From an optimization exercise on the open Yosys and OpenROAD flow, aimed at small area, a short achievable clock period and few clock cycles; shortcuts taken in it are not production practice.
Power and IR drop assume default switching activity.

Design rms_level_meter_peak_hold, start of the top module:
module rms_level_meter_peak_hold #(
    parameter int MAX_FRAMES = rlm_pkg::RLM_MAX_FRAMES
) (
    input  logic                                i_clk,
    input  logic                                i_rst_n,
    input  logic                                i_in_valid,
    output logic                                o_in_ready,
    input  logic signed [rlm_pkg::SAMPLE_W-1:0] i_sample,
    input  logic                                i_last_sample,
    output logic                                o_out_valid,
    input  logic                                i_out_ready,
    output logic [rlm_pkg::LEVEL_W-1:0]         o_level,
    output logic [rlm_pkg::LEVEL_W-1:0]         o_peak_level
);
    localparam int SW = rlm_pkg::SUM_W;
    logic          r_rdy;      
    logic [7:0]    r_cnt;      
    logic [7:0]    r_ncap;     
    logic [14:0]   r_y;        
    logic          r_s;        
    logic          r_v;        
    logic          r_cl;       
    logic          r_done;     
    logic          r_xfer;     
    logic          r_zero;     
    logic [SW-1:0] r_as;
    logic [SW-1:0] r_ac;
    logic [6:0]    r_pk;
    wire       w_busy;
    wire       w_fin;
    wire       w_ov;
    wire [6:0] w_level;
    wire w_full    = ~r_cl & ((r_v & (r_cnt == 8'd254)) | (~r_v & (r_cnt == 8'd255)));
    wire w_take_in = i_in_valid & r_rdy & i_rst_n;
    wire w_close   = w_take_in & (i_last_sample | w_full);
    wire w_block   = r_cl | r_done | w_busy;
    wire w_unblock = r_xfer & ~r_cl;
    wire w_ncap_ld = (r_cl & r_rdy) | (w_unblock & ~r_rdy);
    wire w_busy_n  = r_xfer | (w_busy & ~(w_ov & i_out_ready));
    wire w_done_n  = r_cl | (r_done & ~r_xfer);
    always_ff @(posedge i_clk) begin
        if (!i_rst_n) begin
            r_rdy  <= 1'b1;
            r_cnt  <= 8'd0;
            r_v    <= 1'b0;
            r_cl   <= 1'b0;
            r_done <= 1'b0;
            r_xfer <= 1'b0;
            r_zero <= 1'b1;
        end else begin
            if (r_rdy) begin
                r_rdy <= ~(w_close & w_block);
            end else begin
                r_rdy <= w_unblock;
            end
            if (w_ncap_ld) begin
                r_cnt <= 8'd0;
            end else if (r_v & ~r_cl) begin
                r_cnt <= r_cnt + 8'd1;
            end
  ...
For scale: ~1500 cells after synthesis, ~180 flip-flops, roughly 37 I/O pins, roughly 0.015 sq mm of cells after synthesis.
==> flow/config.mk <==
export PLATFORM = sky130hd
export DESIGN_NAME = rms_level_meter_peak_hold
export DESIGN_NICKNAME = rms_level_meter_peak_hold
export VERILOG_FILES = /design/flow/design.v
export SDC_FILE = /design/flow/constraint.sdc
export NUM_CORES = 4
export LEC_CHECK = 0
export ABC_CLOCK_PERIOD_IN_PS = 3000
export CAP_MARGIN = 20
export CORE_MARGIN = 2
export CORE_UTILIZATION = 40
export SLEW_MARGIN = 20
==> flow/constraint.sdc <==
create_clock -name core_clock -period 10.0 [get_ports {i_clk}]
set_input_delay 2.0000 -clock core_clock [delete_from_list [all_inputs] [get_ports {i_clk}]]
set_output_delay 2.0000 -clock core_clock [all_outputs]
set_load 0.01 [all_outputs]
standard.sh (not shown) runs the stock make flow with config.mk's settings and CLKGATE_MAP_FILE= SYNTH_SCRIPT=/design/flow/synth_recipe.tcl, a recipe that flattens the netlist after the stock synthesis.
==> flow/flow/run.sh <==
#!/bin/bash
# The standard layout, with repair_timing aiming well past the 10 ns clock so that the
# resizer sizes gates and buffers for the period this design can reach. Constraints unchanged.
set -euo pipefail
MARGIN=$(cat flow/margin.txt)
bash standard.sh SETUP_SLACK_MARGIN=$MARGIN finish > standard_flow.log 2>&1
==> flow/flow/margin.txt <==
6.8
Next try:
--- a/flow/design.v
+++ b/flow/design.v
@@ -9,66 +9,47 @@
 module rlm_ctrl (
     input  logic        i_clk,
     input  logic        i_rst_n,
     input  logic        i_load,
     input  logic [38:0] i_sum,
     input  logic [7:0]  i_nm1,
     input  logic        i_out_ready,
     output logic        o_busy,
     output logic        o_fin,
     output logic        o_valid,
     output logic [6:0]  o_level
 );
-    logic [3:0]  r_cnt;     
+    logic [4:0]  r_cnt;     
     logic        r_busy;
     logic        r_mul;
     logic        r_dig;     
     logic        r_div;
     logic        r_sqrt;
     logic        r_fin;     
     logic        r_ov;      
     logic [39:0] r_r;
     logic [9:0]  r_c;
-    wire [3:0] w_dig = r_dig ? r_r[3:0] : 4'd0;
-    wire [4:0] w_lo  = {1'b0, w_dig} + {1'b0, r_c[3:0]};
-    logic [9:0] w_k39;
-    always_comb begin
-        case (w_dig)
-            4'd0:  w_k39 = 10'd0;
-            4'd1:  w_k39 = 10'd39;
-            4'd2:  w_k39 = 10'd78;
-            4'd3:  w_k39 = 10'd117;
-            4'd4:  w_k39 = 10'd156;
-            4'd5:  w_k39 = 10'd195;
-            4'd6:  w_k39 = 10'd234;
-            4'd7:  w_k39 = 10'd273;
-            4'd8:  w_k39 = 10'd312;
-            4'd9:  w_k39 = 10'd351;
-            4'd10: w_k39 = 10'd390;
-            4'd11: w_k39 = 10'd429;
-            4'd12: w_k39 = 10'd468;
-            4'd13: w_k39 = 10'd507;
-            4'd14: w_k39 = 10'd546;
-            default: w_k39 = 10'd585;
-        endcase
-    end
-    wire [9:0] w_cn = w_k39 + {4'd0, r_c[9:4]} + {9'd0, w_lo[4]};
+    wire [1:0] w_dig = r_dig ? r_r[1:0] : 2'd0;
+    wire [2:0] w_lo  = {1'b0, w_dig} + {1'b0, r_c[1:0]};
+    wire [9:0] w_k   = (w_dig == 2'd0) ? 10'd0 : (w_dig == 2'd1) ? 10'd156 :
+                       (w_dig == 2'd2) ? 10'd312 : 10'd468;
+    wire [9:0] w_cn  = w_k + {2'd0, r_c[9:2]} + {9'd0, w_lo[2]};
     wire [8:0]  w_a   = r_div ? {r_r[39:32], r_r[31]} : {1'b0, r_r[39:32]};
     wire [8:0]  w_b   = r_div ? {1'b0, i_nm1} : {2'b00, r_c[6:0]};
     wire        w_bin = r_div | (r_r[31:30] == 2'b00);
     wire [9:0]  w_d   = {1'b0, w_a} - {1'b0, w_b} - {9'd0, w_bin};
     wire        w_ge  = ~w_d[9];
     wire [7:0]  w_pdiv = w_ge ? w_d[7:0] : w_a[7:0];
     wire [7:0]  w_psq  = w_ge ? {w_d[5:0], r_r[31:30] - 2'd1} : {r_r[37:32], r_r[31:30]};
-    wire w_last = (r_cnt == 4'd0);
+    wire w_last = (r_cnt == 5'd0);
     always_ff @(posedge i_clk) begin
         if (!i_rst_n) begin
             r_busy <= 1'b0;
             r_mul  <= 1'b0;
             r_div  <= 1'b0;
             r_sqrt <= 1'b0;
             r_fin  <= 1'b0;
             r_ov   <= 1'b0;
         end else if (i_load) begin
             r_busy <= 1'b1;
             r_mul  <= 1'b1;
             r_div  <= 1'b0;
@@ -84,35 +65,35 @@
                 r_ov <= 1'b1;
             end
             r_fin <= w_last & r_sqrt;
             if (w_last) begin
                 r_mul  <= 1'b0;
                 r_div  <= r_mul;
                 r_sqrt <= r_div;
             end
         end
     end
     always_ff @(posedge i_clk) begin
         if (i_load) begin
-            r_cnt   <= 4'd11;
+            r_cnt   <= 5'd23;
             r_dig   <= 1'b1;
             r_r     <= {1'b0, i_sum};
             r_c     <= 10'd0;
         end else begin
-            r_cnt   <= w_last ? (r_mul ? 4'd13 : 4'd6) : r_cnt - 4'd1;
-            if (r_cnt == 4'd2) begin
+            r_cnt   <= w_last ? (r_mul ? 5'd13 : 5'd6) : r_cnt - 5'd1;
+            if (r_cnt == 5'd4) begin
                 r_dig <= 1'b0;
             end
             if (r_mul) begin
-                r_r <= {w_lo[3:0], r_r[39:4]};
+                r_r <= {w_lo[1:0], r_r[39:2]};
                 r_c <= w_cn;
             end else if (r_div) begin
                 r_r[39:32] <= w_last ? 8'd0 : w_pdiv;
                 r_r[31:18] <= {r_r[30:18], w_ge};
             end else if (r_sqrt) begin
                 r_r[39:32] <= w_psq;
                 r_r[31:18] <= {r_r[29:18], 2'b00};
                 r_c[6:0]   <= {r_c[5:0], w_ge};
             end
         end
     end
     assign o_busy  = r_busy;
@@ -743,25 +724,25 @@
     rlm_csa u_csa (
         .y   (r_y),
         .s   (r_s),
         .as_ (r_as & {SW{~r_zero}}),
         .ac  (r_ac & {SW{~r_zero}}),
         .os_ (w_as),
         .oc  (w_ac)
     );
     always_ff @(posedge i_clk) begin
         r_as <= w_as;
         r_ac <= w_ac;
     end
-    wire [SW-1:0] w_sum = r_as + r_ac;
+    wire [SW-1:0] w_sum = r_as ^ r_ac;
     rlm_ctrl u_lvl (
         .i_clk   (i_clk),
         .i_rst_n (i_rst_n),
         .i_load  (r_xfer),
         .i_sum   (w_sum),
         .i_nm1   (r_ncap),
         .i_out_ready (i_out_ready),
         .o_busy  (w_busy),
         .o_fin   (w_fin),
         .o_valid (w_ov),
         .o_level (w_level)
     );
Final area falls by about a fifth. Die area falls by roughly a tenth. Final cell count falls by about a fifth. Count of clock-buffer cells in the layout rises by 6. Sequential cell count rises by 1. Maximum frequency rises by a few percent. Clock power falls by roughly a tenth. Clock skew falls by 5.7 ps.
Function was not checked in any run of this note: the RTL went through the layout flow alone.

[static timing again, ports no longer ideal]
The results above use ideal ports. As a check the final layouts listed here were re-extracted and re-timed, cells and wires unchanged. Step 1 (the two cells are an assumption about what drives the block):
set clk [get_ports {i_clk}]
set_driving_cell -lib_cell sky130_fd_sc_hd__clkbuf_16 $clk
set_driving_cell -lib_cell sky130_fd_sc_hd__buf_2 [delete_from_list [all_inputs] $clk]
Step 2 moves the port delays by t, midway between the first and last clock arrival at a register: inputs arrive t later, outputs are due t later. That takes back most of the time a late clock gives input paths. Three values: no drivers, after step 1, after step 2; two values: the first two.
| run | t, ns | setup WS [ns] | worst slew at a driven data input, ns |
|---|---|---|---|
| the first run | 0.496 | 6.746 / 6.746 / 6.492 | 0.03 |
| the second run | 0.476 | 6.875 / 6.825 / 6.613 | 0.03 |
After both steps setup and hold are still met in every run listed. For the second run, which loses most, drivers alone change the setup slack by -0.050 ns; drivers and shift together by -0.262 ns.
